Context: an optimization exercise on an open-source flow, tuned for small area, a short achievable clock period and few clock cycles. The choices shown serve that exercise and are no tape-out recipe. The RTL was checked by simulation tests, not by an equivalence proof against the original design.

==> design.v <==
package mfh_pkg;
	localparam int VAL_W = 18;    
	localparam int DEG_W = 9;
	localparam int CFG_W = 16;
	localparam int XW  = 34;
	localparam int YAW = 34;
	localparam int YBW = 27;
	localparam int SW  = 24;      
	localparam logic [CFG_W-1:0] TIMEOUT_RESET = 16'd50;
	localparam logic [7:0] CH_S     = 8'h53;
	localparam logic [7:0] CH_PLUS  = 8'h2B;
	localparam logic [7:0] CH_MINUS = 8'h2D;
	localparam logic [1:0] PH_BLANK = 2'd0;
	localparam logic [1:0] PH_SIGN  = 2'd1;
	localparam logic [1:0] PH_DIGIT = 2'd2;
	localparam logic [1:0] PH_STOP  = 2'd3;
	localparam logic [1:0] RUN_XZ      = 2'd0;
	localparam logic [1:0] RUN_HEADING = 2'd1;
	localparam logic [1:0] RUN_YZ      = 2'd2;
	localparam logic signed [SW-1:0] ATAN0 = 24'sd2949120;
	function automatic logic [SW-1:0] atan_a(input logic [2:0] j);
		logic [SW-1:0] v;
		case (j)
			3'd0:    v = 24'd1740967;
			3'd1:    v = 24'd919879;
			3'd2:    v = 24'd466945;
			3'd3:    v = 24'd234379;
			3'd4:    v = 24'd117304;
			3'd5:    v = 24'd58666;
			3'd6:    v = 24'd29335;
			default: v = 24'd14668;
		endcase
		atan_a = v;
	endfunction
	function automatic logic [SW-1:0] atan_b(input logic [2:0] j);
		logic [SW-1:0] v;
		case (j)
			3'd0:    v = 24'd7334;
			3'd1:    v = 24'd3667;
			3'd2:    v = 24'd1833;
			3'd3:    v = 24'd917;
			3'd4:    v = 24'd458;
			3'd5:    v = 24'd229;
			default: v = 24'd115;
		endcase
		atan_b = v;
	endfunction
endpackage
module mfh_cordic_step #(
	parameter int YW  = 34,
	parameter int SH0 = 1
) (
	input  logic [2:0]                    j,
	input  logic [mfh_pkg::XW-1:0]        x,
	input  logic signed [YW-1:0]          y,
	input  logic signed [mfh_pkg::SW-1:0] s,
	output logic [mfh_pkg::XW-1:0]        x_n,
	output logic signed [YW-1:0]          y_n,
	output logic signed [mfh_pkg::SW-1:0] s_n
);
	localparam int XW = mfh_pkg::XW;
	localparam int SW = mfh_pkg::SW;
	logic                 neg;
	logic signed [YW-1:0] yi, ysh0, ysh;
	logic signed [XW:0]   xi, xsh0, xsh;
	logic [SW-1:0]        t;
	logic signed [XW-1:0] ysh_x;
	logic [XW:0]          x_sum;
	logic [YW:0]          y_sum;
	logic [SW:0]          s_sum;
	assign neg  = y[YW-1];
	assign yi   = y ^ {YW{neg}};
	assign xi   = {1'b0, x} ^ {(XW+1){!neg}};
	assign ysh0 = yi >>> SH0;
	assign xsh0 = xi >>> SH0;
	assign ysh  = ysh0 >>> j;
	assign xsh  = xsh0 >>> j;
	assign t    = (SH0 == 1) ? mfh_pkg::atan_a(j) : mfh_pkg::atan_b(j);
	assign ysh_x = ysh;
	assign x_sum = {x, 1'b1} + {ysh_x, neg};
	assign y_sum = {y, 1'b1} + {xsh[YW-1:0], !neg};
	assign s_sum = {s, 1'b1} + {t ^ {SW{neg}}, neg};
	assign x_n = x_sum[XW:1];
	assign y_n = y_sum[YW:1];
	assign s_n = s_sum[SW:1];
endmodule
module magnetometer_frame_heading (
	input  logic                                 clk,
	input  logic                                 arst_n,
	input  logic                                 in_valid,
	output logic                                 in_stall,
	input  logic                                 command,
	input  logic [7:0]                           rx_byte,
	output logic                                 out_valid,
	input  logic                                 out_stall,
	output logic                                 send_request,
	output logic                                 frame_done,
	output logic                                 frame_ok,
	output logic [mfh_pkg::DEG_W-1:0]            heading_deg,
	output logic [mfh_pkg::DEG_W-1:0]            tilt_xz_deg,
	output logic [mfh_pkg::DEG_W-1:0]            tilt_yz_deg,
	output logic signed [mfh_pkg::VAL_W-1:0]     field_x,
	output logic signed [mfh_pkg::VAL_W-1:0]     field_y,
	output logic signed [mfh_pkg::VAL_W-1:0]     field_z,
	input  logic                                 cfg_we,
	input  logic [0:0]                           cfg_index,
	input  logic [mfh_pkg::CFG_W-1:0]            cfg_data
);
	localparam int XW  = mfh_pkg::XW;
	localparam int YAW = mfh_pkg::YAW;
	localparam int YBW = mfh_pkg::YBW;
	localparam int SW  = mfh_pkg::SW;
	localparam int VW  = mfh_pkg::VAL_W;
	localparam int DW  = mfh_pkg::DEG_W;
	logic [15:0]          limit_q;    
	logic                 link_q;
	logic                 in_stall_q;
	logic [4:0]           pos_q;
	logic                 win_x_q, win_z_q, win_y_q, first_q;
	logic                 start_q;
	logic [15:0]          silence_q;
	logic                 armed_q;
	logic [1:0]           ph_q;
	logic                 mn_q;
	logic signed [VW-1:0] vx_q, vz_q, vy_q;
	logic [1:0]           ld_q;       
	logic                 jc_q;       
	logic                 adone_q;    
	logic                 ld_hd_q, ld_yz_q;   
	logic                 a_v_q, a_spec_q, a_ex_q;
	logic [1:0]           a_t_q;
	logic [2:0]           a_code_q, a_j_q;
	logic [XW-1:0]        a_x_q;
	logic signed [YAW-1:0] a_y_q;
	logic signed [SW-1:0] a_s_q;
	logic                 b_v_q, b_spec_q, b_ex_q;
	logic [1:0]           b_t_q;
	logic [2:0]           b_code_q, b_j_q;
	logic [XW-1:0]        b_x_q;
	logic signed [YBW-1:0] b_y_q;
	logic signed [SW-1:0] b_s_q;
	logic                 o_valid_q, o_fill_q;
	logic                 o_send_q, o_done_q, o_ok_q;
	logic [DW-1:0]        o_head_q, o_xz_q, o_yz_q;
	logic signed [VW-1:0] o_x_q, o_y_q, o_z_q;
	logic        in_acc, acc_byte, acc_tick, close, close_now;
	logic [15:0] tick_inc, limit;
	logic        tick_fire, drop, fire_res;
	assign in_acc    = in_valid && !in_stall_q;
	assign acc_byte  = in_acc && !command;
	assign acc_tick  = in_acc && command;
	assign close     = (pos_q == 5'd27);
	assign close_now = acc_byte && close;
	assign tick_inc  = silence_q + 16'd1;
	assign limit     = limit_q;
	assign tick_fire = armed_q && (tick_inc >= limit);
	assign drop      = acc_tick && tick_fire;
	assign fire_res  = drop && link_q;
	logic                 win_x, win_z, win_y, win, first;
	logic                 blank, digit, sgn;
	logic [1:0]           ph_cur, ph_nxt;
	logic                 mn_cur, mn_nxt, take_digit;
	logic signed [VW-1:0] v_sel, v_cur, v_nxt, v_dig, v10;
	logic [VW-5:0]        v10_p, v10_m;
	logic [5:0]           lo;
	assign win_x = win_x_q;
	assign win_z = win_z_q;
	assign win_y = win_y_q;
	assign win   = win_x || win_z || win_y;
	assign first = first_q;
	assign blank = (rx_byte == 8'h20) || (rx_byte >= 8'h09 && rx_byte <= 8'h0D);
	assign digit = (rx_byte >= 8'h30) && (rx_byte <= 8'h39);
	assign sgn   = (rx_byte == mfh_pkg::CH_PLUS) || (rx_byte == mfh_pkg::CH_MINUS);
	always_comb begin
		v_sel  = win_x ? vx_q : (win_z ? vz_q : vy_q);
		ph_cur = first ? mfh_pkg::PH_BLANK : ph_q;
		mn_cur = first ? 1'b0 : mn_q;
		v_cur  = first ? '0 : v_sel;
		ph_nxt = ph_cur;
		mn_nxt = mn_cur;
		take_digit = 1'b0;
		case (ph_cur)
			mfh_pkg::PH_BLANK: begin
				if (blank) begin
					ph_nxt = mfh_pkg::PH_BLANK;
				end else if (sgn) begin
					ph_nxt = mfh_pkg::PH_SIGN;
					mn_nxt = (rx_byte == mfh_pkg::CH_MINUS);
				end else if (digit) begin
					ph_nxt = mfh_pkg::PH_DIGIT;
					take_digit = 1'b1;
				end else begin
					ph_nxt = mfh_pkg::PH_STOP;
				end
			end
			mfh_pkg::PH_SIGN, mfh_pkg::PH_DIGIT: begin
				if (digit) begin
					ph_nxt = mfh_pkg::PH_DIGIT;
					take_digit = 1'b1;
				end else begin
					ph_nxt = mfh_pkg::PH_STOP;
				end
			end
			default: begin
			end
		endcase
		v10   = (v_cur <<< 3) + (v_cur <<< 1);
		v10_p = v10[VW-1:4] + 14'd1;
		v10_m = v10[VW-1:4] - 14'd1;
		lo    = {2'b00, v10[3:0]} + (mn_cur ? -{2'b00, rx_byte[3:0]} : {2'b00, rx_byte[3:0]});
		v_dig = {({(VW-4){!lo[5] &&  lo[4]}} & v10_p)
			| ({(VW-4){lo[5]}} & v10_m)
			| ({(VW-4){!lo[4]}} & v10[VW-1:4]), lo[3:0]};
		v_nxt = take_digit ? v_dig : v_cur;
	end
	logic signed [VW-1:0] y_op, x_op;
	logic                 xneg, yneg, xzero, yzero, eqmag, ld_ex, ld_s;
	logic [VW-1:0]        x1, cx, cy;
	logic signed [VW-1:0] y1;
	logic [2:0]           ld_code;
	logic                 ld_ready, a_free, a_load, a_xfer, spec_new;
	logic                 b_done, b_wb, flush, kill, all_done;
	logic [XW-1:0]        a_x_n;
	logic signed [YAW-1:0] a_y_n;
	logic signed [SW-1:0] a_s_n;
	always_comb begin
		y_op  = ld_yz_q ? vy_q : vx_q;
		x_op  = ld_hd_q ? vy_q : vz_q;
		xneg  = x_op[VW-1];
		yneg  = y_op[VW-1];
		xzero = (x_op == '0);
		yzero = (y_op == '0);
		ld_s  = xneg ^ yneg;
		cx    = {{(VW-2){1'b0}}, xneg && yneg, ld_s};
		cy    = {{(VW-2){1'b0}}, xneg && !yneg, !ld_s};
		x1    = (x_op ^ {VW{xneg}}) + (y_op ^ {VW{yneg}}) + cx;
		y1    = (y_op ^ {VW{xneg}}) + (x_op ^ {VW{!yneg}}) + cy;
		eqmag = (x_op == y_op) || ((x_op ^ y_op) == ((x_op | y_op) << 1));
		ld_ex = xzero || yzero || eqmag;
		if (yzero) begin
			ld_code = xneg ? 3'd4 : 3'd0;
		end else if (xzero) begin
			ld_code = yneg ? 3'd6 : 3'd2;
		end else if (eqmag) begin
			ld_code = xneg ? (yneg ? 3'd5 : 3'd3) : (yneg ? 3'd7 : 3'd1);
		end else begin
			ld_code = xneg ? 3'd4 : 3'd0;
		end
	end
	assign ld_ready = (ld_q != 2'd3) && (jc_q || (start_q &&
		((ld_q == mfh_pkg::RUN_XZ) ? (pos_q >= 5'd17) : (pos_q >= 5'd25))));
	assign b_done   = b_v_q && (b_j_q == 3'd7);
	assign flush    = b_done && b_spec_q && o_valid_q;
	assign b_wb     = b_done && !flush;
	assign kill     = drop || flush;
	assign a_xfer   = a_v_q && (a_j_q == 3'd7);
	assign a_free   = !a_v_q || a_xfer;
	assign a_load   = ld_ready && a_free;
	assign spec_new = !jc_q && !close_now;
	mfh_cordic_step #(.YW(YAW), .SH0(1)) u_step_a (
		.j   (a_j_q),
		.x   (a_x_q),
		.y   (a_y_q),
		.s   (a_s_q),
		.x_n (a_x_n),
		.y_n (a_y_n),
		.s_n (a_s_n)
	);
	logic [XW-1:0]         b_x_n;
	logic signed [YBW-1:0] b_y_n;
	logic signed [SW-1:0]  b_s_n;
	logic signed [10:0]    k_off, k_p, k_m, s_inv, sh11;
	logic [11:0]           v_sum, p_sum, m_sum;
	logic signed [7:0]     s_hi;
	logic                  s_frac, c_in;
	logic [DW-1:0]         deg;
	mfh_cordic_step #(.YW(YBW), .SH0(9)) u_step_b (
		.j   (b_j_q),
		.x   (b_x_q),
		.y   (b_y_q),
		.s   (b_s_q),
		.x_n (b_x_n),
		.y_n (b_y_n),
		.s_n (b_s_n)
	);
	always_comb begin
		logic signed [10:0] kb;
		case (b_code_q)
			3'd0:    kb = 11'sd0;
			3'd1:    kb = -11'sd45;
			3'd2:    kb = -11'sd90;
			3'd3:    kb = -11'sd135;
			3'd4:    kb = -11'sd180;
			3'd5:    kb = -11'sd225;
			3'd6:    kb = -11'sd270;
			default: kb = -11'sd315;
		endcase
		k_off  = kb + ((b_t_q == mfh_pkg::RUN_HEADING) ? 11'sd270 : 11'sd180);
		k_p    = k_off + 11'sd360;
		k_m    = k_off - 11'sd360;
		s_hi   = b_s_q[SW-1:16];
		s_frac = |b_s_q[15:0];
		sh11   = s_hi;
		s_inv  = b_ex_q ? 11'h7FF : ~sh11;
		c_in   = b_ex_q || !s_frac;
		v_sum  = {k_off, 1'b1} + {s_inv, c_in};
		p_sum  = {k_p, 1'b1} + {s_inv, c_in};
		m_sum  = {k_m, 1'b1} + {s_inv, c_in};
		if (v_sum[11]) begin
			deg = p_sum[DW:1];
		end else if (!m_sum[11]) begin
			deg = m_sum[DW:1];
		end else begin
			deg = v_sum[DW:1];
		end
	end
	logic [4:0]  pos_d;
	logic [1:0]  ld_d, ld_inc;
	logic        jc_d, o_fill_d, o_valid_d, maybe_fire, stall_d;
	always_comb begin
		pos_d = pos_q;
		if (acc_byte) begin
			pos_d = close ? 5'd0 : pos_q + 5'd1;
		end else if (drop) begin
			pos_d = 5'd0;
		end
		ld_inc = ld_q + (a_load ? 2'd1 : 2'd0);
		ld_d   = ld_inc;
		jc_d   = jc_q;
		if (close_now) begin
			if (ld_inc == 2'd3) begin
				ld_d = 2'd0;
				jc_d = 1'b0;
			end else begin
				jc_d = start_q;
			end
		end else if (jc_q) begin
			if (ld_inc == 2'd3) begin
				ld_d = 2'd0;
				jc_d = 1'b0;
			end
		end else if (kill) begin
			ld_d = 2'd0;
		end
		all_done  = adone_q || (b_wb && b_t_q == mfh_pkg::RUN_YZ);
		o_fill_d  = o_fill_q;
		o_valid_d = o_valid_q && out_stall;
		if (close_now) begin
			o_fill_d  = start_q && !all_done;
			o_valid_d = !start_q || all_done;
		end else if (fire_res) begin
			o_valid_d = 1'b1;
		end else if (b_wb && b_t_q == mfh_pkg::RUN_YZ && !b_spec_q) begin
			o_fill_d  = 1'b0;
			o_valid_d = 1'b1;
		end
		maybe_fire = ({1'b0, silence_q} + 17'd2) >= {1'b0, limit};
		stall_d = ((o_fill_d || o_valid_d) && ((pos_d == 5'd27) || maybe_fire))
			|| (jc_d && (((ld_d != mfh_pkg::RUN_YZ) && (pos_d == 5'd4)) || (pos_d == 5'd12)));
	end
	always_ff @(posedge clk or negedge arst_n) begin
		if (!arst_n) begin
			limit_q    <= mfh_pkg::TIMEOUT_RESET;
			link_q     <= 1'b1;
			in_stall_q <= 1'b0;
			pos_q      <= '0;
			win_x_q    <= 1'b0;
			win_z_q    <= 1'b0;
			win_y_q    <= 1'b0;
			first_q    <= 1'b0;
			start_q    <= 1'b0;
			silence_q  <= '0;
			armed_q    <= 1'b1;
			ld_q       <= '0;
			ld_hd_q    <= 1'b0;
			ld_yz_q    <= 1'b0;
			jc_q       <= 1'b0;
			a_v_q      <= 1'b0;
			b_v_q      <= 1'b0;
			o_valid_q  <= 1'b0;
			o_fill_q   <= 1'b0;
			adone_q    <= 1'b0;
		end else begin
			if (cfg_we) begin
				if (cfg_index[0]) begin
					link_q <= cfg_data[0];
				end else begin
					limit_q <= (cfg_data == 16'd0) ? 16'd1 : cfg_data;
				end
			end
			in_stall_q <= stall_d;
			pos_q      <= pos_d;
			win_x_q    <= (pos_d >= 5'd4)  && (pos_d <= 5'd8);
			win_z_q    <= (pos_d >= 5'd12) && (pos_d <= 5'd16);
			win_y_q    <= (pos_d >= 5'd20) && (pos_d <= 5'd24);
			first_q    <= (pos_d == 5'd4) || (pos_d == 5'd12) || (pos_d == 5'd20);
			ld_q       <= ld_d;
			ld_hd_q    <= (ld_d == mfh_pkg::RUN_HEADING);
			ld_yz_q    <= (ld_d == mfh_pkg::RUN_YZ);
			jc_q       <= jc_d;
			o_fill_q   <= o_fill_d;
			o_valid_q  <= o_valid_d;
			if (close_now || kill) begin
				adone_q <= 1'b0;
			end else if (b_wb && b_t_q == mfh_pkg::RUN_YZ && b_spec_q) begin
				adone_q <= 1'b1;
			end
			if (acc_byte) begin
				silence_q <= '0;
				armed_q   <= 1'b1;
				if (close) begin
					start_q <= 1'b0;
				end else if (pos_q == 5'd0) begin
					start_q <= (rx_byte == mfh_pkg::CH_S);
				end
			end else if (acc_tick && armed_q) begin
				if (tick_fire) begin
					start_q   <= 1'b0;
					silence_q <= '0;
					armed_q   <= link_q;
				end else begin
					silence_q <= tick_inc;
				end
			end
			if (a_load) begin
				a_v_q <= !(kill && spec_new);
			end else if (a_xfer) begin
				a_v_q <= 1'b0;
			end else if (kill && a_spec_q) begin
				a_v_q <= 1'b0;
			end
			if (a_xfer) begin
				b_v_q <= !(kill && a_spec_q);
			end else if (b_done) begin
				b_v_q <= 1'b0;
			end else if (kill && b_spec_q) begin
				b_v_q <= 1'b0;
			end
		end
	end
	always_ff @(posedge clk) begin
		if (acc_byte && win) begin
			ph_q <= ph_nxt;
			mn_q <= mn_nxt;
			if (win_x) vx_q <= v_nxt;
			if (win_z) vz_q <= v_nxt;
			if (win_y) vy_q <= v_nxt;
		end
		if (a_load) begin
			a_spec_q <= spec_new;
			a_t_q    <= ld_q;
			a_code_q <= ld_code;
			a_ex_q   <= ld_ex;
			a_j_q    <= 3'd0;
			a_x_q    <= {x1, 16'd0};
			a_y_q    <= {y1, 16'd0};
			a_s_q    <= ld_s ? -mfh_pkg::ATAN0 : mfh_pkg::ATAN0;
		end else begin
			if (close_now) begin
				a_spec_q <= 1'b0;
			end
			a_j_q <= a_j_q + 3'd1;
			a_x_q <= a_x_n;
			a_y_q <= a_y_n;
			a_s_q <= a_s_n;
		end
		if (a_xfer) begin
			b_spec_q <= a_spec_q && !close_now;
			b_t_q    <= a_t_q;
			b_code_q <= a_code_q;
			b_ex_q   <= a_ex_q;
			b_j_q    <= 3'd0;
			b_x_q    <= a_x_n;
			b_y_q    <= a_y_n[YBW-1:0];
			b_s_q    <= a_s_n;
		end else begin
			if (close_now) begin
				b_spec_q <= 1'b0;
			end
			b_j_q <= b_j_q + 3'd1;
			b_x_q <= b_x_n;
			b_y_q <= b_y_n;
			b_s_q <= b_s_n;
		end
		if (close_now) begin
			o_send_q <= link_q;
			o_done_q <= 1'b1;
			o_ok_q   <= start_q;
			o_x_q    <= start_q ? vx_q : '0;
			o_y_q    <= start_q ? vy_q : '0;
			o_z_q    <= start_q ? vz_q : '0;
		end else if (fire_res) begin
			o_send_q <= 1'b1;
			o_done_q <= 1'b0;
			o_ok_q   <= 1'b0;
			o_x_q    <= '0;
			o_y_q    <= '0;
			o_z_q    <= '0;
		end
		if ((close_now && !start_q) || fire_res) begin
			o_head_q <= '0;
			o_xz_q   <= '0;
			o_yz_q   <= '0;
		end else if (b_wb) begin
			case (b_t_q)
				mfh_pkg::RUN_XZ:      o_xz_q   <= deg;
				mfh_pkg::RUN_HEADING: o_head_q <= deg;
				default:              o_yz_q   <= deg;
			endcase
		end
	end
	assign in_stall     = in_stall_q;
	assign out_valid    = o_valid_q;
	assign send_request = o_send_q;
	assign frame_done   = o_done_q;
	assign frame_ok     = o_ok_q;
	assign heading_deg  = o_head_q;
	assign tilt_xz_deg  = o_xz_q;
	assign tilt_yz_deg  = o_yz_q;
	assign field_x      = o_x_q;
	assign field_y      = o_y_q;
	assign field_z      = o_z_q;
endmodule
==> run.sh <==
#!/bin/bash
# synth_recipe.tcl (not shown) runs the flow's synth.tcl, then flattens the netlist and writes it again
# the make line also repeats each setting of config.mk as NAME=value (left out here)
make -C /OpenROAD-flow-scripts/flow DESIGN_CONFIG=/design/flow/config.mk WORK_HOME=/design/flow/orfs CLKGATE_MAP_FILE= SYNTH_SCRIPT=/design/flow/synth_recipe.tcl finish
==> config.mk <==
export PLATFORM = sky130hd
export DESIGN_NAME = magnetometer_frame_heading
export DESIGN_NICKNAME = magnetometer_frame_heading
export VERILOG_FILES = /design/flow/design.v
export SDC_FILE = /design/flow/constraint.sdc
export NUM_CORES = 4
export LEC_CHECK = 0
export ABC_AREA = 1
export CAP_MARGIN = 20
export CORE_MARGIN = 2
export CORE_UTILIZATION = 45
export SETUP_SLACK_MARGIN = 3.0
export SLEW_MARGIN = 20
==> constraint.sdc <==
create_clock -name core_clock -period 7.5 [get_ports {clk}]
set_input_delay 1.5000 -clock core_clock [delete_from_list [all_inputs] [get_ports {clk}]]
set_output_delay 1.5000 -clock core_clock [all_outputs]
set_load 0.01 [all_outputs]
==> results of run 1 <==
[cell families (layout without fill, tap and decap cells)]
kind of cell	after synthesis	in the layout	synth area share, %
muxes	146	146	4.17
buffers and inverters	703	825	7.62
adders and majority gates	355	355	12.9
xor gates and xnor gates	372	372	9.31
AOI/OAI and AO/OA	1073	1073	16.8
and+or+nand+nor	1843	1844	22.3
DFF	393	393	26.9
other	0	1	0
[routing by layer]
layer / global-route usage (%) / routed length [um] / part of all wire [%]
met2: 43.6 / 50300 / 48
met3: 2.34 / 4200 / 4.0
met5: 0 / 13 / 0.012
met1: 33.3 / 47900 / 45
met4: 7.72 / 3360 / 3.2
[state kept, by name, summed over array words and instances (netlist names), 9 cells and up]
register   cells
o_yz_q         9
a_y_q         34
b_s_q         24
vx_q          18
silence_q     16
o_head_q       9
o_xz_q         9
b_y_q         27
a_x_q         34
vy_q          18
o_y_q         18
o_x_q         18
a_s_q         24
o_z_q         18
vz_q          18
b_x_q         34
limit_q       16
[stage by stage]
step / hold WS (ps) / util, % / instances
after floorplan: 400 / - / 4885
after global placement: 402 / 48.1 / 5917
after detailed placement: 409 / 48.1 / 5917
after CTS: 422 / 50.6 / 6015
after global routing: 433 / 51.2 / 6048
final: 424 / 51.2 / 6049
[Yosys cell counts (all sizes together), types with 15 or more instances]
library cell | instances | share of area (%)
nand3 | 267 | 3.9
edfxtp | 127 | 11
o21ai | 518 | 7.4
nand4 | 46 | 0.82
o21bai | 15 | 0.37
ha | 342 | 12
nand2 | 995 | 11
or2 | 32 | 0.57
o22ai | 16 | 0.29
mux2i | 145 | 4.1
clkbuf | 103 | 1.1
xor2 | 238 | 6.0
nand3b | 21 | 0.45
nor4 | 31 | 0.55
buf | 50 | 0.63
o31ai | 16 | 0.34
dfrtp | 50 | 3.6
a21oi | 373 | 5.4
o211ai | 17 | 0.36
a21o | 16 | 0.34
inv | 548 | 5.9
nor2 | 386 | 4.1
dfxtp | 211 | 12
nor3 | 51 | 0.76
a31oi | 24 | 0.47
o21a | 22 | 0.47
xnor2 | 134 | 3.3
[area by class of cell]
| type | count | area, um^2 |
|---|---|---|
| Clock inverter | 30 | 362 |
| Timing Repair Buffer | 181 | 1820 |
| Fill cell | 7815 | 37700 |
| Antenna cell | 1 | 2.50 |
| Clock buffer | 64 | 1470 |
| Tap cell | 1040 | 1300 |
| Multi-Input combinational cell | 3790 | 23100 |
| Inverter | 550 | 2080 |
| Sequential cell | 393 | 9430 |
[repair_timing]
item	4_1_cts	5_1_grt
buffers inserted	4	30
setup endpoints to repair	116	190
hold buffers	0	0
gates resized for setup	11	54
gates cloned	0	2
[path summary, 6_finish.rpt]
path | start | slack (ps) | end
max | a_j_q[1]$_SDFF_PP0_ | 3210 | a_x_q[23]$_DFF_P_
min | a_t_q[1]$_DFFE_PP_ | 420 | b_t_q[1]$_DFFE_PP_
max reg2reg | a_j_q[1]$_SDFF_PP0_ | 3210 | a_x_q[23]$_DFF_P_
min reg2reg | a_t_q[1]$_DFFE_PP_ | 420 | b_t_q[1]$_DFFE_PP_
max in group asynchronous | arst_n | 5930 | ld_hd_q$_DFF_PN0_
min in group asynchronous | arst_n | 1000 | limit_q[11]$_DFFE_PN0P_
==> flow_summary.toml, run 1 <==
[cts]
cts_root_buf = "sky130_fd_sc_hd__clkbuf_16"
clkTransAtPathRegs_ps = 60
cts-buffers-inserted = 50
clk-insertion-delay-late_ps = 620
clock_sink_count = 393
cts_htree_levels = 2
maximum_number_of_buffers_from_clock_root_to_sink = 3
clock_tree_from_tritoncts = "built"

[layout]
mostFrequentLayoutCell = "sky130_fd_sc_hd__nand2_1"
layout.cells.most_common_list = "sky130_fd_sc_hd__nand2_1, sky130_fd_sc_hd__inv_1, sky130_fd_sc_hd__o21ai_0"
layout-drive-gt1-share_pct = 5.77
layout.nets = 5352
area_of_all_placed_cells_without_fillers_um2 = 39600
layout-area-overhead-vs-synth_pct = 13.0

[die]
floorplan.io_pins = 117
rows = 102
core_area_um2 = 77300
chipWidth_um = 283
effective_utilization_at_floorplan_pct = 45.3
die-height_um = 283
floorplan.die_area_um2 = 80200

[grt]
gr-usage-all-layers_pct = 25.3
first_global_vias = 30789
gr-total-overflow = 0
grt_first_pass_wirelength_mm = 165
grt_antenna_before_repair = 1
maximum_number_of_pins_on_one_net_before_global_route_repair = 82

[worst_setup_path]
worstPathCellList = "clkbuf_8 > nor2_1 > inv_2 > a221oi_1 > a211oi_1 > fa_1 > nand3_1 > o21bai_1 > nand2_1 > nand2_1 > nand3_1 > nand2_1 > nand2_1 > nand2_1 > a21boi_0 > o21ai_0 > xor2_1 > nand2_1 > o21ai_0"
ff2ff_path_depth = 19
timing.critical_path.fanout_max = 60
cp_slowest_stage_delay_ps = 530
crit_family = "compound AO/OA/AOI/OAI gates"
critical_path_s_slowest_cell = "sky130_fd_sc_hd__fa_1"
critical_path.endpoint_type = "register"
path_depth = 19
critical-path-top-cell-by-count = "sky130_fd_sc_hd__nand2_1"
crit_path_start_kind = "register"
path_class = "reg2reg"
timing.critical_path.required_ps = 8040
critical_path.n_buffers_inverters = 2
timing.critical_path.arrival_ps = 4830

[synthesis]
async_flop_share_pct = 14.0
syn_nets = 5271
synth_seq_cells = 393
number_of_enable_flip_flop_cells_after_synthesis = 127
mappedNetlistArea_um2 = 35100
ys_seq_area_share_pct = 26.9
synth_warnings = 3
yosys_most_used_dff = "sky130_fd_sc_hd__dfxtp_1"
netlist-cell-type-count = 66
netlist_instances = 4885
syn-mean-instance-area_um2 = 7.18

[sta]
maxSlewHeadroom_pct = 30.6
max_freq_mhz = 233
hold_violations = 0
share_of_the_clock_period_used_by_the_worst_path_after_layout_pct = 57.2
worst_case_setup_margin_in_the_final_layout_ps = 3210
post-route-min-period_ps = 4290
setup_viol = 0
pin_slew_with_the_least_headroom_to_its_limit_ps = 1040
timing_max_transition_violations_final = 0
tns_ps = 0
worst_clk_skew_ps = 18.2
rsz0062_at_grt = "true"

[route]
routed_via_density = 5.39
route.detailed.drc = 0
drt-wirelength-per-cell_um = 17.5
antenna_violating_nets_post_route = 0
drt_iter0_drc = 2235
drtPass1Iterations = 6
via_count_of_the_routed_design = 32579
postRouteWirelength_mm = 106

[min_path]
hold_class = "reg2reg"
worst_hold_path.num_cells = 0

[place]
numPortBuffers = 116
place_area_um2 = 37200
dp_slack_ps = 2390
gpl.final_weighted_congestion = 0.944
post-dp-hpwl_mm = 81.3

[status]
outcome = "timing/DRC/antenna clean"

[flow_run]
drv_cap = 0
Testbench counts, summed over its fixed seeds: cycles 7,288.
==> inputs of run 2 (changes only) <==
--- a/config.mk
+++ b/config.mk
@@ -8,6 +8,6 @@
 export ABC_AREA = 1
 export CAP_MARGIN = 20
 export CORE_MARGIN = 2
-export CORE_UTILIZATION = 45
-export SETUP_SLACK_MARGIN = 3.0
+export CORE_UTILIZATION = 55
+export SETUP_SLACK_MARGIN = 3.5
 export SLEW_MARGIN = 20
==> run 2 against run 1 <==
Still clean on timing, DRC and antenna. Sequential share of layout area fell by 0.92 points. Non-clock buffer count rose by 89. Routed wire length rose by 3.5%. Maximum frequency grew 9.8%. Flip-flop and latch count did not move. Synthesized cell count unchanged. Clock-buffer cell count increased by 3. Critical path type unchanged. Largest cell class unchanged.
==> flow_summary.toml, run 2 <==
[sta]
tns_ps = 0
setup_viol = 0
rsz0062_at_grt = "true"
timing_max_transition_violations_final = 0
worst_clk_skew_ps = 22.5
maxSlewHeadroom_pct = 25.6
hold_slack_ps = 417
share_of_the_clock_period_used_by_the_worst_path_after_layout_pct = 52.1
hold_violations = 0
max_freq_mhz = 256
post-route-min-period_ps = 3910
pin_slew_with_the_least_headroom_to_its_limit_ps = 1120

[route]
drtPass1Iterations = 5
antenna_violating_nets_post_route = 0
drt_iter0_drc = 2636
routed_via_density = 5.67
drt-wirelength-per-cell_um = 18.4
via_count_of_the_routed_design = 33704
route.detailed.drc = 0
postRouteWirelength_mm = 110

[synthesis]
synth_seq_cells = 393
netlist-cell-type-count = 66
post-synth-top-area-fraction_pct = 12.2
ys_seq_area_share_pct = 26.9
mappedNetlistArea_um2 = 35100
syn-mean-instance-area_um2 = 7.18
syn_nets = 5271
synth_warnings = 3
netlist_top_cells_count = "sky130_fd_sc_hd__nand2_1, sky130_fd_sc_hd__inv_1, sky130_fd_sc_hd__o21ai_0, sky130_fd_sc_hd__nor2_1, sky130_fd_sc_hd__a21oi_1"
yosys.cell_count.top_type = "sky130_fd_sc_hd__nand2_1"
number_of_enable_flip_flop_cells_after_synthesis = 127
synthTopCellsByArea = "sky130_fd_sc_hd__ha_1, sky130_fd_sc_hd__dfxtp_1, sky130_fd_sc_hd__edfxtp_1"
async_flop_share_pct = 14.0
yosys_most_used_dff = "sky130_fd_sc_hd__dfxtp_1"
yosys.area.top_type = "sky130_fd_sc_hd__ha_1"
netlist_instances = 4885

[layout]
n_fill_cell = 5842
layout.cells.most_common_list = "sky130_fd_sc_hd__nand2_1, sky130_fd_sc_hd__inv_1, sky130_fd_sc_hd__o21ai_0"
multi_input_comb_area_um2 = 24200
reg.largest.list = "a_x_q (34), a_y_q (34), b_x_q (34)"
final_cells = 5943
layout.nets = 5443
layout-area-overhead-vs-synth_pct = 17.7
area_of_all_placed_cells_without_fillers_um2 = 41300
layout-drive-gt1-share_pct = 11.7
area.sequential_um2 = 9460
num_antenna_cells = 0
mostFrequentLayoutCell = "sky130_fd_sc_hd__nand2_1"

[place]
numPortBuffers = 116
post-dp-hpwl_mm = 79.4
numPlacedInstances = 5727
place_area_um2 = 37000
gpl.final_weighted_congestion = 0.962

[die]
floorplan.io_pins = 117
core_area_um2 = 63100
chipWidth_um = 256
floorplan.die_area_um2 = 65800
rows = 92
die-height_um = 256
effective_utilization_at_floorplan_pct = 55.6

[cts]
cts_root_buf = "sky130_fd_sc_hd__clkbuf_16"
cts_htree_levels = 2
clk-insertion-delay-late_ps = 610
postCtsHoldBufs = 0
clock_tree_from_tritoncts = "built"
clock_sink_count = 393
cts-buffers-inserted = 49
maximum_number_of_buffers_from_clock_root_to_sink = 3
clkTransAtPathRegs_ps = 60

[worst_setup_path]
critical_path_s_slowest_cell = "sky130_fd_sc_hd__dfrtp_4"
cp_slowest_stage_delay_ps = 560
timing.critical_path.required_ps = 8040
crit_family = "adder cells"
timing.critical_path.fanout_max = 7
timing.critical_path.arrival_ps = 4450
critical_path.n_buffers_inverters = 4
critical_path.endpoint_type = "register"
path_class = "reg2reg"
worstPathCellList = "o21ai_4 > buf_12 > buf_4 > xor2_2 > fa_1 > inv_2 > ha_4 > inv_1 > fa_2 > nor2_2 > nor2_2 > o21ai_2 > nand3_1 > nand2_2 > nand3_1 > nand2_1 > nand2_2 > a21oi_2 > nand3_1 > o21ai_1 > xnor2_1 > nand2_1 > nand2_1"
crit_path_start_kind = "register"

[status]
outcome = "timing/DRC/antenna clean"

[grt]
grt_first_pass_wirelength_mm = 167
grt_antenna_before_repair = 0
maximum_number_of_pins_on_one_net_before_global_route_repair = 92
gr-total-overflow = 0
first_global_vias = 31272
gr-usage-all-layers_pct = 31.4

[min_path]
hold_class = "reg2reg"

[flow_run]
drv_cap = 0
[run 2: repair_timing]
action	4_1_cts	5_1_grt
gates resized for setup	104	288
cloned	7	10
hold endpoints to repair	0	0
pin swaps	3	84
setup buffers	27	81
endpoints found under the setup margin	268	300
[run 2: layout make-up]
| type | instances | area share (%) |
|---|---|---|
| multi-input cells | 3793 | 58.7 |
| flip-flops and latches | 393 | 22.9 |
| clock buffers | 67 | 3.33 |
| inverters | 550 | 5.14 |
| well taps | 846 | 2.56 |
| clock inverters | 24 | 0.600 |
| repair buffers | 270 | 6.77 |
[run 2: final timing paths]
check,depth (start not counted),startpoint,end,slack [ps]
worst max-delay path,23,ld_yz_q$_DFF_PN0_,a_y_q[33]$_DFF_P_,3590
worst min-delay path,0,a_t_q[1]$_DFFE_PP_,b_t_q[1]$_DFFE_PP_,420
worst max register to register,23,ld_yz_q$_DFF_PN0_,a_y_q[33]$_DFF_P_,3590
worst min register to register,0,a_t_q[1]$_DFFE_PP_,b_t_q[1]$_DFFE_PP_,420
max in group asynchronous,2,arst_n,first_q$_DFF_PN0_,5870
min in group asynchronous,2,arst_n,limit_q[14]$_DFFE_PN0P_,1060
[run 2: routing by layer]
metal  global-route usage, %  vias to the layer above  wire length [um]
met5                       0                        -                 0
met4                    10.2                        0              3880
met3                    3.05                      199              5790
met2                    53.2                     1002             51500
met1                    41.9                    15676             48400
li1                        -                    16827                 -
[run 2: logic make-up (layout without fill, tap and decap cells)]
kind of cell | Yosys count | after routing | share of synthesized area (%)
compound gates | 1073 | 1073 | 16.8
xor+xnor | 372 | 372 | 9.31
fa+ha+maj | 355 | 355 | 12.9
buf+inv | 703 | 911 | 7.62
flops | 393 | 393 | 26.9
mux | 146 | 146 | 4.17
simple gates | 1843 | 1847 | 22.3
[run 2: worst reg2reg max path, cell delays in order, from the launching register on]
cell and delay [ps]:
sky130_fd_sc_hd__dfrtp_4 560, sky130_fd_sc_hd__o21ai_4 240, sky130_fd_sc_hd__buf_12 160, sky130_fd_sc_hd__buf_4 150
sky130_fd_sc_hd__xor2_2 150, sky130_fd_sc_hd__fa_1 450, sky130_fd_sc_hd__inv_2 90, sky130_fd_sc_hd__ha_4 140
sky130_fd_sc_hd__inv_1 60, sky130_fd_sc_hd__fa_2 400, sky130_fd_sc_hd__nor2_2 100, sky130_fd_sc_hd__nor2_2 70
sky130_fd_sc_hd__o21ai_2 150, sky130_fd_sc_hd__nand3_1 100, sky130_fd_sc_hd__nand2_2 70, sky130_fd_sc_hd__nand3_1 60
sky130_fd_sc_hd__nand2_1 90, sky130_fd_sc_hd__nand2_2 70, sky130_fd_sc_hd__a21oi_2 170, sky130_fd_sc_hd__nand3_1 130
sky130_fd_sc_hd__o21ai_1 180, sky130_fd_sc_hd__xnor2_1 140, sky130_fd_sc_hd__nand2_1 60, sky130_fd_sc_hd__nand2_1 100
[run 2: through the flow]
step	utilization (%)	setup WS (ps)
floorplan	-	3450
global placement	58.6	2340
detailed placement	58.6	2320
CTS	62.4	3480
global route	65.5	3410
finish	65.5	3590
==> inputs of run 3 (changes only) <==
--- a/config.mk
+++ b/config.mk
@@ -8,6 +8,7 @@
 export ABC_AREA = 1
 export CAP_MARGIN = 20
 export CORE_MARGIN = 2
-export CORE_UTILIZATION = 55
+export CORE_UTILIZATION = 45
 export SETUP_SLACK_MARGIN = 3.5
 export SLEW_MARGIN = 20
+export TNS_END_PERCENT = 50
==> run 3 against run 2 <==
Cell count rose by 3.4%. Die area rose by 22%. Setup slack got worse by 59 ps.
==> flow_summary.toml, run 3 <==
[route]
routed_via_density = 5.41
postRouteWirelength_mm = 111
antenna_violating_nets_post_route = 0
drt-wirelength-per-cell_um = 18.0
drtPass1Iterations = 7
via_count_of_the_routed_design = 33221
route.detailed.drc = 0
drt_iter0_drc = 2045

[sta]
worst_clk_skew_ps = 27.7
post-route-min-period_ps = 3970
rsz0062_at_grt = "true"
pin_slew_with_the_least_headroom_to_its_limit_ps = 1130
timing_max_transition_violations_final = 0
hold_violations = 0
setup_viol = 0
max_freq_mhz = 252
share_of_the_clock_period_used_by_the_worst_path_after_layout_pct = 52.9
tns_ps = 0
maxSlewHeadroom_pct = 23.9
worst_case_setup_margin_in_the_final_layout_ps = 3530

[die]
die-height_um = 283
core_area_um2 = 77300
floorplan.io_pins = 117
rows = 102
chipWidth_um = 283
effective_utilization_at_floorplan_pct = 45.3
floorplan.die_area_um2 = 80200

[layout]
final_core_util_pct = 53.8
layout.cells.most_common_list = "sky130_fd_sc_hd__nand2_1, sky130_fd_sc_hd__inv_1, sky130_fd_sc_hd__o21ai_0"
mostFrequentLayoutCell = "sky130_fd_sc_hd__nand2_1"
num_antenna_cells = 0
area.sequential_um2 = 9450
layout-drive-gt1-share_pct = 11.2
layout.nets = 5450
reg.largest.list = "a_x_q (34), a_y_q (34), b_x_q (34)"
layout-area-overhead-vs-synth_pct = 18.7
n_fill_cell = 7654
final_cells = 6144
multi_input_comb_area_um2 = 24100

[grt]
gr-usage-all-layers_pct = 25.8
grt_antenna_before_repair = 2
maximum_number_of_pins_on_one_net_before_global_route_repair = 92
gr-total-overflow = 0
first_global_vias = 30968
grt_first_pass_wirelength_mm = 168

[worst_setup_path]
worstPathCellList = "buf_12 > nor2_1 > inv_2 > a221oi_1 > a211oi_2 > ha_1 > nand2_1 > o21ai_1 > a21oi_2 > o21ai_2 > a21oi_2 > o21ai_1 > a21oi_1 > o21ai_1 > nand2_1 > nand2_1 > nand2_1 > nand3_1 > nand2_1"
timing.critical_path.fanout_max = 15
crit_path_start_kind = "register"
cp_slowest_stage_delay_ps = 460
path_class = "reg2reg"
worst_reg_to_reg_setup_slack_ps = 3530
critical_path.endpoint_type = "register"
timing.critical_path.required_ps = 7980
critical-path-top-cell-by-count = "sky130_fd_sc_hd__nand2_1"
critical_path.n_buffers_inverters = 2
crit_family = "compound AO/OA/AOI/OAI gates"
critical_path_s_slowest_cell = "sky130_fd_sc_hd__a221oi_1"
timing.critical_path.arrival_ps = 4450

[synthesis]
syn-mean-instance-area_um2 = 7.18
post-synth-top-area-fraction_pct = 12.2
yosys_most_used_dff = "sky130_fd_sc_hd__dfxtp_1"
synth_xor_area_share_pct = 9.31
synth-simple-area-share_pct = 22.3
number_of_enable_flip_flop_cells_after_synthesis = 127
netlist_instances = 4885
synth_seq_cells = 393
async_flop_share_pct = 14.0
mappedNetlistArea_um2 = 35100
yosys-mux-area-fraction_pct = 4.17
ys_seq_area_share_pct = 26.9
synthTopCellsByArea = "sky130_fd_sc_hd__ha_1, sky130_fd_sc_hd__dfxtp_1, sky130_fd_sc_hd__edfxtp_1"
synth_warnings = 3
synth_top_family_by_area = "simple AND/OR/NAND/NOR gates"
yosys.area.top_type = "sky130_fd_sc_hd__ha_1"
syn_nets = 5271
synthAdderAreaFrac_pct = 12.9
yosys.cell_count.top_type = "sky130_fd_sc_hd__nand2_1"
netlist_top_cells_count = "sky130_fd_sc_hd__nand2_1, sky130_fd_sc_hd__inv_1, sky130_fd_sc_hd__o21ai_0, sky130_fd_sc_hd__nor2_1, sky130_fd_sc_hd__a21oi_1"
area_fraction_in_compound_gates_after_synthesis_pct = 16.8
netlist-cell-type-count = 66

[cts]
maximum_number_of_buffers_from_clock_root_to_sink = 3
clk-insertion-delay-late_ps = 620
cts-buffers-inserted = 49
postCtsHoldBufs = 0
cts_root_buf = "sky130_fd_sc_hd__clkbuf_16"
clock_tree_from_tritoncts = "built"
clkTransAtPathRegs_ps = 60
cts_htree_levels = 2
clock_sink_count = 393

[place]
gpl.final_weighted_congestion = 0.948
dp_slack_ps = 2400
numPlacedInstances = 5917
post-dp-hpwl_mm = 80.8
numPortBuffers = 116

[status]
outcome = "timing/DRC/antenna clean"

[flow_run]
drv_cap = 0

[min_path]
hold_class = "reg2reg"
run 3: changes by cell type in the layout (fill, tap and decap cells not counted), sizes merged, moves of 3 or more:
cell,change
inv,+4
clkbuf,+3
clkinvlp,-4
buf,+4
run 3: worst register-to-register path, delay by kind of cell (launching register included):
family                     cells  cell delay [ps]
AOI/OAI and AO/OA              9             1990
and+or+nand+nor                7              770
DFF                            1              410
buffers and inverters          2              370
adders and majority gates      1              310
run 3: repair_timing:
| action | 4_1_cts | 5_1_grt |
|---|---|---|
| resized for setup | 94 | 270 |
| cloned | 6 | 12 |
| setup endpoints to repair | 271 | 245 |
| pin swaps | 6 | 69 |
| buffers inserted | 34 | 84 |
run 3: per-stage QoR:
stage	hold WS (ps)	cell area, um^2
after floorplan	400	35100
after global placement	403	37200
after detailed placement	406	37200
after CTS	416	39700
after global routing	428	41600
final	418	41600
run 3: worst paths after layout:
path	end	startpoint	depth (start not counted)
max in group asynchronous	ld_hd_q$_DFF_PN0_	arst_n	2
worst max-delay path	b_x_q[22]$_DFF_P_	a_j_q[1]$_SDFF_PP0_	19
worst min-delay path	b_code_q[0]$_DFFE_PP_	a_code_q[0]$_SDFFCE_PP0P_	0
min in group asynchronous	limit_q[8]$_DFFE_PN0P_	arst_n	2
worst min register to register	b_code_q[0]$_DFFE_PP_	a_code_q[0]$_SDFFCE_PP0P_	0
worst max register to register	b_x_q[22]$_DFF_P_	a_j_q[1]$_SDFF_PP0_	19
run 3: logic make-up (layout without fill, tap and decap cells):
group	count (synthesis)	after routing
XOR/XNOR	372	372
AND/OR/NAND/NOR	1843	1845
flip-flops	393	393
buffers and inverters	703	918
AO/OA/AOI/OAI	1073	1075
adder cells (fa/ha/maj)	355	355
multiplexers	146	146
run 3: cell type report:
type	count	share of cell area [%]
inverter	550	5.12
tap	1040	3.13
clock inverter	24	0.755
timing repair buffer	277	7.04
multi-input combinational	3793	57.9
clock buffer	67	3.35
sequential	393	22.7
run 3: layer usage:
layer  GRT usage [%]  vias to the layer above  share of wire [%]
met5               0                        -              0.012
met4            9.48                        2                4.4
met3            2.49                      215                4.1
met2            44.7                      781                 47
met1            33.4                    15339                 44
li1                -                    16884                  -
==> inputs of run 4 (changes only) <==
--- a/config.mk
+++ b/config.mk
@@ -9,6 +9,5 @@
 export CAP_MARGIN = 20
 export CORE_MARGIN = 2
 export CORE_UTILIZATION = 45
-export SETUP_SLACK_MARGIN = 3.5
+export SETUP_SLACK_MARGIN = 3.75
 export SLEW_MARGIN = 20
-export TNS_END_PERCENT = 50
==> run 4 against run 3 <==
Setup slack improved by 140 ps. Global-route usage increased by 0.69 points. Cell count rose by 1.9%. Non-clock buffer count up 104. Flip-flop and latch count unchanged. Register-to-register slack improved by 140 ps.
==> flow_summary.toml, run 4 <==
[synthesis]
synth_warnings = 3
netlist_instances = 4885
mappedNetlistArea_um2 = 35100
yosys.area.top_type = "sky130_fd_sc_hd__ha_1"
number_of_enable_flip_flop_cells_after_synthesis = 127
syn-mean-instance-area_um2 = 7.18
syn_nets = 5271
synthTopCellsByArea = "sky130_fd_sc_hd__ha_1, sky130_fd_sc_hd__dfxtp_1, sky130_fd_sc_hd__edfxtp_1"
synth_seq_cells = 393
netlist_top_cells_count = "sky130_fd_sc_hd__nand2_1, sky130_fd_sc_hd__inv_1, sky130_fd_sc_hd__o21ai_0, sky130_fd_sc_hd__nor2_1, sky130_fd_sc_hd__a21oi_1"
netlist-cell-type-count = 66
yosys_most_used_dff = "sky130_fd_sc_hd__dfxtp_1"
ys_seq_area_share_pct = 26.9
async_flop_share_pct = 14.0
yosys.cell_count.top_type = "sky130_fd_sc_hd__nand2_1"
post-synth-top-area-fraction_pct = 12.2

[grt]
first_global_vias = 31927
gr-total-overflow = 0
maximum_number_of_pins_on_one_net_before_global_route_repair = 92
gr-usage-all-layers_pct = 26.5
grt_first_pass_wirelength_mm = 172
grt_antenna_before_repair = 1

[worst_setup_path]
cp_slowest_stage_delay_ps = 510
critical_path.endpoint_type = "register"
path_depth = 25
ff2ff_path_depth = 25
critical_path.n_buffers_inverters = 5
crit_path_start_kind = "register"
critical-path-top-cell-by-count = "sky130_fd_sc_hd__nand2_2"
crit_family = "adder cells"
timing.rr.end = "a_y_q[33]$_DFF_P_"
critical_path_s_slowest_cell = "sky130_fd_sc_hd__dfrtp_2"
worst_reg_to_reg_setup_slack_ps = 3670
timing.critical_path.required_ps = 8080
timing.critical_path.arrival_ps = 4410
path_class = "reg2reg"
timing.critical_path.fanout_max = 5
timing.rr.start = "ld_yz_q$_DFF_PN0_"

[route]
drtPass1Iterations = 6
routed_via_density = 5.49
postRouteWirelength_mm = 116
antenna_violating_nets_post_route = 0
via_count_of_the_routed_design = 34331
route.detailed.drc = 0
drt_iter0_drc = 2379
drt-wirelength-per-cell_um = 18.5

[place]
dp_slack_ps = 2240
post-dp-hpwl_mm = 80.4
numPortBuffers = 116
gpl.final_weighted_congestion = 0.943
numPlacedInstances = 5915

[layout]
num_antenna_cells = 0
final_cells = 6258
layout.nets = 5562
reg.largest.list = "a_x_q (34), a_y_q (34), b_x_q (34)"
layout-drive-gt1-share_pct = 18.6
layout-area-overhead-vs-synth_pct = 27.1
n_fill_cell = 7263
mostFrequentLayoutCell = "sky130_fd_sc_hd__nand2_1"
layout.cells.most_common_list = "sky130_fd_sc_hd__nand2_1, sky130_fd_sc_hd__inv_1, sky130_fd_sc_hd__nor2_1"

[flow_run]
drv_cap = 0

[sta]
setup_viol = 0
tns_ps = 0
worst_clk_skew_ps = 16.3
share_of_the_clock_period_used_by_the_worst_path_after_layout_pct = 51.1
post-route-min-period_ps = 3830
worst_case_setup_margin_in_the_final_layout_ps = 3670
max_freq_mhz = 261
pin_slew_with_the_least_headroom_to_its_limit_ps = 1030
hold_violations = 0
rsz0062_at_grt = "true"
timing_max_transition_violations_final = 0
maxSlewHeadroom_pct = 31.2

[cts]
clock_sink_count = 393
cts-buffers-inserted = 51
clk-insertion-delay-late_ps = 640
cts_htree_levels = 2
clock_tree_from_tritoncts = "built"
cts_root_buf = "sky130_fd_sc_hd__clkbuf_16"
maximum_number_of_buffers_from_clock_root_to_sink = 3
postCtsHoldBufs = 0
clkTransAtPathRegs_ps = 60

[min_path]
worst_hold_path.num_cells = 0
endpoint_worst_hold = "b_code_q[2]$_DFFE_PP_"
worst_hold_startpoint = "a_code_q[2]$_DFFE_PP_"
hold_class = "reg2reg"

[die]
die-height_um = 283
effective_utilization_at_floorplan_pct = 45.3
floorplan.die_area_um2 = 80200
core_area_um2 = 77300
floorplan.io_pins = 117
rows = 102
chipWidth_um = 283

[status]
outcome = "timing/DRC/antenna clean"
run 4: through the flow:
| stage | area (um^2) | util [%] | hold slack [ps] |
|---|---|---|---|
| after CTS | 41000 | 53.1 | 418 |
| after floorplan | 35300 | - | 400 |
| final | 44600 | 57.6 | 415 |
| after detailed placement | 37300 | 48.2 | 406 |
| after global routing | 44600 | 57.6 | 420 |
| after global placement | 37300 | 48.2 | 402 |
run 4: routing by layer:
layer | vias to the layer above | wire, um | global-route usage [%] | share of wire (%)
met2 | 949 | 55600 | 45.6 | 48
met4 | 0 | 5100 | 10.2 | 4.4
met1 | 16017 | 49500 | 34.0 | 43
li1 | 17095 | - | - | -
met5 | - | 0 | 0 | 0
met3 | 270 | 5490 | 3.05 | 4.7
run 4: area by class of cell:
type / count / area (um^2) / area share (%)
timing repair buffer: 381 / 3960 / 8.89
multi-input combinational: 3795 / 25900 / 58.2
timing repair inverter: 4 / 37.5 / 0.0842
sequential: 393 / 9460 / 21.2
tap: 1040 / 1300 / 2.92
clock buffer: 68 / 1410 / 3.17
clock inverter: 27 / 293 / 0.657
inverter: 550 / 2180 / 4.90
run 4: timing repair:
action                     4_1_cts  5_1_grt
hold endpoints to repair         0        0
pin swaps                       42      179
setup buffers                   73      146
resized for setup              269      517
setup endpoints to repair      310      261
gates cloned                    16       12
run 4: worst max path at each step:
stage	slack, ps	from	endpoint
global route	3400	b_code_q[0]$_DFFE_PP_	o_head_q[8]$_SDFFE_PP0P_
floorplan	3670	rx_byte[1]	vx_q[5]$_DFFE_PP_
CTS	3680	ld_hd_q$_DFF_PN0_	a_x_q[33]$_DFF_P_
finish	3670	ld_yz_q$_DFF_PN0_	a_y_q[33]$_DFF_P_
global placement	2290	rx_byte[1]	vx_q[8]$_DFFE_PP_
detailed placement	2240	rx_byte[1]	vx_q[8]$_DFFE_PP_
run 4: kinds of logic after synthesis:
logic type	Yosys count	share of synthesized area, %
simple gates	1843	22.3
compound gates	1073	16.8
buf+inv	703	7.62
flops	393	26.9
xor+xnor	372	9.31
fa+ha+maj	355	12.9
mux	146	4.17
==> inputs of run 5 (changes only) <==
--- a/config.mk
+++ b/config.mk
@@ -9,5 +9,5 @@
 export CAP_MARGIN = 20
 export CORE_MARGIN = 2
 export CORE_UTILIZATION = 45
-export SETUP_SLACK_MARGIN = 3.75
+export SETUP_SLACK_MARGIN = 3.25
 export SLEW_MARGIN = 20
==> run 5 against run 4 <==
Synthesized cell count unchanged. Maximum frequency decreased by 6.9%. Highest routed layer unchanged. Register-to-register slack got worse by 280 ps. Still clean. Non-clock buffer count decreased by 175.
==> flow_summary.toml, run 5 <==
[cts]
clkTransAtPathRegs_ps = 60
maximum_number_of_buffers_from_clock_root_to_sink = 3
clock_tree_from_tritoncts = "built"
cts_root_buf = "sky130_fd_sc_hd__clkbuf_16"
cts-buffers-inserted = 51
cts_htree_levels = 2
postCtsHoldBufs = 0
clock_sink_count = 393
clk-insertion-delay-late_ps = 630

[synthesis]
yosys.cell_count.top_type = "sky130_fd_sc_hd__nand2_1"
synthTopCellsByArea = "sky130_fd_sc_hd__ha_1, sky130_fd_sc_hd__dfxtp_1, sky130_fd_sc_hd__edfxtp_1"
yosys.area.top_type = "sky130_fd_sc_hd__ha_1"
netlist_instances = 4885
number_of_enable_flip_flop_cells_after_synthesis = 127
ys_seq_area_share_pct = 26.9
syn-mean-instance-area_um2 = 7.18
netlist_top_cells_count = "sky130_fd_sc_hd__nand2_1, sky130_fd_sc_hd__inv_1, sky130_fd_sc_hd__o21ai_0, sky130_fd_sc_hd__nor2_1, sky130_fd_sc_hd__a21oi_1"
synth_warnings = 3
synth_seq_cells = 393
post-synth-top-area-fraction_pct = 12.2
yosys_most_used_dff = "sky130_fd_sc_hd__dfxtp_1"
mappedNetlistArea_um2 = 35100
syn_nets = 5271
async_flop_share_pct = 14.0
netlist-cell-type-count = 66

[die]
floorplan.io_pins = 117
floorplan.die_area_um2 = 80200
core_area_um2 = 77300
die-height_um = 283
chipWidth_um = 283
effective_utilization_at_floorplan_pct = 45.3
rows = 102

[route]
via_count_of_the_routed_design = 32715
route.detailed.drc = 0
routed_via_density = 5.39
drt-wirelength-per-cell_um = 17.5
drt_iter0_drc = 2215
drtPass1Iterations = 7
postRouteWirelength_mm = 106
antenna_violating_nets_post_route = 0

[grt]
grt_first_pass_wirelength_mm = 166
gr-usage-all-layers_pct = 25.4
grt_antenna_before_repair = 2
first_global_vias = 31215
maximum_number_of_pins_on_one_net_before_global_route_repair = 92
gr-total-overflow = 0

[worst_setup_path]
cp_slowest_stage_delay_ps = 490
critical-path-top-cell-by-count = "sky130_fd_sc_hd__nand2_1"
critical_path.endpoint_type = "register"
critical_path_s_slowest_cell = "sky130_fd_sc_hd__dfxtp_4"
timing.critical_path.arrival_ps = 4630
path_class = "reg2reg"
crit_path_start_kind = "register"
timing.critical_path.fanout_max = 8
critical_path.n_buffers_inverters = 2
timing.critical_path.required_ps = 8010
crit_family = "simple AND/OR/NAND/NOR gates"

[place]
dp_slack_ps = 1940
numPlacedInstances = 5917
gpl.final_weighted_congestion = 0.920
numPortBuffers = 116
post-dp-hpwl_mm = 80.5

[layout]
num_antenna_cells = 0
layout-area-overhead-vs-synth_pct = 14.1
layout.nets = 5379
layout-drive-gt1-share_pct = 7.32
mostFrequentLayoutCell = "sky130_fd_sc_hd__nand2_1"
final_cells = 6067
reg.largest.list = "a_x_q (34), a_y_q (34), b_x_q (34)"
layout.cells.most_common_list = "sky130_fd_sc_hd__nand2_1, sky130_fd_sc_hd__inv_1, sky130_fd_sc_hd__o21ai_0"

[sta]
setup_viol = 0
timing_max_transition_violations_final = 0
hold_slack_ps = 406
share_of_the_clock_period_used_by_the_worst_path_after_layout_pct = 54.9
rsz0062_at_grt = "true"
worst_case_setup_margin_in_the_final_layout_ps = 3390
maxSlewHeadroom_pct = 27.8
hold_violations = 0
max_freq_mhz = 243
post-route-min-period_ps = 4110
tns_ps = 0
pin_slew_with_the_least_headroom_to_its_limit_ps = 1080
worst_clk_skew_ps = 34.9

[status]
outcome = "timing/DRC/antenna clean"

[min_path]
hold_class = "reg2reg"

[flow_run]
drv_cap = 0
-- run 5: cell counts after synthesis --
Identical to the previous run, type by type.
-- run 5: stage by stage --
step / area [um^2] / util (%)
4_1_cts: 39100 / 50.6
5_1_grt: 40000 / 51.7
3_3_place_gp: 37200 / 48.1
3_5_place_dp: 37200 / 48.1
2_1_floorplan: 35100 / -
6_report: 40000 / 51.7
-- run 5: layer usage --
metal / share of wire, % / vias up / GRT usage, %
met5: 0 / - / 0
met3: 3.6 / 196 / 2.19
met2: 47 / 745 / 43.7
met4: 3.8 / 0 / 9.17
li1: - / 16689 / -
met1: 45 / 15085 / 33.1
-- run 5: kinds of logic after synthesis --
family | Yosys count | share of synthesized area (%)
adders and majority gates | 355 | 12.9
DFF | 393 | 26.9
AOI/OAI and AO/OA | 1073 | 16.8
and+or+nand+nor | 1843 | 22.3
muxes | 146 | 4.17
xor gates and xnor gates | 372 | 9.31
buffers and inverters | 703 | 7.62
-- run 5: layout make-up --
| class | count | area, um^2 |
|---|---|---|
| clock buffers | 66 | 1350 |
| clock inverters | 21 | 249 |
| fillers | 7763 | 37300 |
| inverters | 550 | 2090 |
| multi-input cells | 3791 | 23400 |
| flip-flops and latches | 393 | 9450 |
| well taps | 1040 | 1300 |
| repair buffers | 206 | 2140 |
-- run 5: worst reg2reg max path, delay by kind of cell, from the launching register on --
family,cells,cell delay [ps]
AO/OA/AOI/OAI,4,780
XOR/XNOR,1,220
adder cells (fa/ha/maj),1,340
buffers and inverters,2,300
flip-flops,1,490
multiplexers,1,140
AND/OR/NAND/NOR,18,1780
-- run 5: timing repair --
item | CTS | global route
setup buffers | 14 | 40
setup endpoints to repair | 230 | 230
endpoints found under the hold margin | 0 | 0
gates cloned | 2 | 7
gates resized for setup | 41 | 136
pin swaps | 0 | 10
-- run 5: worst paths after layout --
| check | cells after the start | endpoint | startpoint | slack [ps] |
|---|---|---|---|---|
| max | 27 | b_y_q[25]$_DFF_P_ | a_y_q[33]$_DFF_P_ | 3390 |
| max reg2reg | 27 | b_y_q[25]$_DFF_P_ | a_y_q[33]$_DFF_P_ | 3390 |
| min | 0 | b_t_q[0]$_DFFE_PP_ | a_t_q[0]$_DFFE_PP_ | 410 |
| min in group asynchronous | 2 | silence_q[13]$_DFFE_PN0P_ | arst_n | 1030 |
| min reg2reg | 0 | b_t_q[0]$_DFFE_PP_ | a_t_q[0]$_DFFE_PP_ | 410 |
| max in group asynchronous | 2 | ld_hd_q$_DFF_PN0_ | arst_n | 5900 |
==> inputs of run 6 (changes only) <==
--- a/config.mk
+++ b/config.mk
@@ -9,5 +9,6 @@
 export CAP_MARGIN = 20
 export CORE_MARGIN = 2
 export CORE_UTILIZATION = 45
-export SETUP_SLACK_MARGIN = 3.25
+export PLACE_DENSITY = 0.7
+export SETUP_SLACK_MARGIN = 3.5
 export SLEW_MARGIN = 20
==> run 6 against run 5 <==
Non-clock buffer count rose by 71. Die area is the same. Critical endpoint is now b_y_q[24]$_DFF_P_. Largest cell class unchanged.
==> flow_summary.toml, run 6 <==
[route]
drt-wirelength-per-cell_um = 17.9
postRouteWirelength_mm = 110
via_count_of_the_routed_design = 33860
antenna_violating_nets_post_route = 0
routed_via_density = 5.51

[sta]
tns_ps = 0
pin_slew_with_the_least_headroom_to_its_limit_ps = 944
max_freq_mhz = 253
worst_case_setup_margin_in_the_final_layout_ps = 3550
post-route-min-period_ps = 3950
timing_max_transition_violations_final = 0
hold_slack_ps = 418

[grt]
first_global_vias = 31644
gr-total-overflow = 0
grt_antenna_before_repair = 1
grt_first_pass_wirelength_mm = 167
gr-usage-all-layers_pct = 25.5

[flow_run]
drv_cap = 0

[cts]
clkTransAtPathRegs_ps = 60
maximum_number_of_buffers_from_clock_root_to_sink = 3
cts-buffers-inserted = 49
clock_tree_from_tritoncts = "built"
clk-insertion-delay-late_ps = 610
postCtsHoldBufs = 0
cts_htree_levels = 2
cts_root_buf = "sky130_fd_sc_hd__clkbuf_16"

[synthesis]
number_of_enable_flip_flop_cells_after_synthesis = 127
yosys_most_used_dff = "sky130_fd_sc_hd__dfxtp_1"
post-synth-top-area-fraction_pct = 12.2
synth_warnings = 3
ys_seq_area_share_pct = 26.9
syn_nets = 5271
yosys.area.top_type = "sky130_fd_sc_hd__ha_1"
netlist-cell-type-count = 66
synth_seq_cells = 393

[place]
numPortBuffers = 116
numPlacedInstances = 5915
place_area_um2 = 37200
gpl.final_weighted_congestion = 0.978

[layout]
mostFrequentLayoutCell = "sky130_fd_sc_hd__nand2_1"
layout.cells.most_common_list = "sky130_fd_sc_hd__nand2_1, sky130_fd_sc_hd__inv_1, sky130_fd_sc_hd__o21ai_0"
area_of_all_placed_cells_without_fillers_um2 = 41900
multi_input_comb_area_um2 = 24300
reg.largest.list = "a_x_q (34), a_y_q (34), b_x_q (34)"
final_cells = 6145
layout-area-overhead-vs-synth_pct = 19.6
layout.nets = 5450
layout-drive-gt1-share_pct = 11.9
final_core_util_pct = 54.2
num_antenna_cells = 0
area.sequential_um2 = 9450

[die]
die-height_um = 283
core_area_um2 = 77300
chipWidth_um = 283
floorplan.io_pins = 117

[worst_setup_path]
crit_path_start_kind = "register"
timing.critical_path.fanout_max = 16
timing.critical_path.arrival_ps = 4500
ff2ff_path_depth = 17
crit_start = "a_y_q[33]$_DFF_P_"
timing.critical_path.required_ps = 8050

[min_path]
worst_hold_startpoint = "a_code_q[0]$_SDFFCE_PP0P_"

[status]
outcome = "timing/DRC/antenna clean"
run 6: cell counts after synthesis:
Identical to the previous run, type by type.
run 6: per-layer routing:
metal	track usage (%)	up-vias	routed length (um)	part of all wire, %
met5	0	-	0	0
met4	9.42	0	4580	4.2
met3	2.26	247	6120	5.6
met1	33.9	15671	48000	44
met2	43.0	1101	51000	46
li1	-	16841	-	-
run 6: cell type report:
class / instances / area share, %
Timing Repair inverter: 1 / 0.0179
Multi-Input combinational cell: 3792 / 58.0
Clock inverter: 35 / 1.28
Tap cell: 1040 / 3.10
Timing Repair Buffer: 277 / 6.84
Clock buffer: 57 / 3.09
Sequential cell: 393 / 22.5
Inverter: 550 / 5.08
run 6: what timing repair did:
item	4_1_cts	5_1_grt
endpoints found under the hold margin	0	0
cloned	6	11
pin swaps	4	85
setup buffers	26	95
setup endpoints to repair	307	243
gates resized for setup	103	319
run 6: worst paths after layout:
| check | end | slack (ps) |
|---|---|---|
| setup / recovery | b_y_q[24]$_DFF_P_ | 3550 |
| hold / removal | b_code_q[0]$_DFFE_PP_ | 420 |
| setup reg to reg | b_y_q[24]$_DFF_P_ | 3550 |
| hold reg to reg | b_code_q[0]$_DFFE_PP_ | 420 |
| max in group asynchronous | ld_hd_q$_DFF_PN0_ | 5890 |
| min in group asynchronous | limit_q[8]$_DFFE_PN0P_ | 1050 |
run 6: cell families (layout without fill, tap and decap cells):
logic type,Yosys count,count (layout),share of synthesized area (%)
adders and majority gates,355,355,12.9
and+or+nand+nor,1843,1846,22.3
AOI/OAI and AO/OA,1073,1073,16.8
DFF,393,393,26.9
muxes,146,146,4.17
buffers and inverters,703,920,7.62
xor gates and xnor gates,372,372,9.31
run 6: worst max-delay path, stage by stage (launching register included):
cell                      delay [ps]
sky130_fd_sc_hd__dfxtp_4         480
sky130_fd_sc_hd__buf_16          210
sky130_fd_sc_hd__buf_4           140
sky130_fd_sc_hd__xor2_1          320
sky130_fd_sc_hd__mux2i_1         180
sky130_fd_sc_hd__mux2i_1         260
sky130_fd_sc_hd__o21ai_0         170
sky130_fd_sc_hd__ha_1            380
sky130_fd_sc_hd__nand2_1         120
sky130_fd_sc_hd__nor2_1          230
sky130_fd_sc_hd__nand2_1         160
sky130_fd_sc_hd__nor4b_4         340
sky130_fd_sc_hd__a21oi_2         130
sky130_fd_sc_hd__o21ai_2         210
sky130_fd_sc_hd__a21o_1          150
sky130_fd_sc_hd__or2_2           120
sky130_fd_sc_hd__nand3_1         170
sky130_fd_sc_hd__nand2_1         120

## what the ideal ports hide
The flow's constraints put no driver on any port. The routed layouts listed below were extracted and timed again, unchanged, in two steps.
Step 1 (the two cells are an assumption about what drives the block):
set clk [get_ports {clk}]
set_driving_cell -lib_cell sky130_fd_sc_hd__clkbuf_16 $clk
set_driving_cell -lib_cell sky130_fd_sc_hd__buf_2 [delete_from_list [all_inputs] $clk]
Step 2 times the ports against the registers' clock, not the clock port: input delays grow and output delays shrink by t, the midpoint of the rising clock arrivals with the driver on.
a / b / c = ideal / step 1 / step 2; a / b = the first two.
run | t (ns) | setup slack, ns | worst setup path at the end | worst slew at a driven data input, ns | pins driven straight from the clock port
run 1 | 0.667 | 3.207 / 3.207 / 2.641 | input to register | 0.06 | 1
run 2 | 0.663 | 3.592 / 3.592 / 3.086 | input to register | 0.05 | 1
run 3 | 0.666 | 3.533 / 3.533 / 3.093 | input to register | 0.06 | 1
run 4 | 0.692 | 3.670 / 3.670 / 3.216 | input to register | 0.07 | 1
run 5 | 0.674 | 3.385 / 3.385 / 2.757 | input to register | 0.05 | 1
run 6 | 0.658 | 3.551 / 3.551 / 3.053 | input to register | 0.05 | 1
After both steps setup and hold are still met in every run listed. For run 5, which loses most, drivers alone change the setup slack by 0.000 ns; drivers and shift together by -0.628 ns.
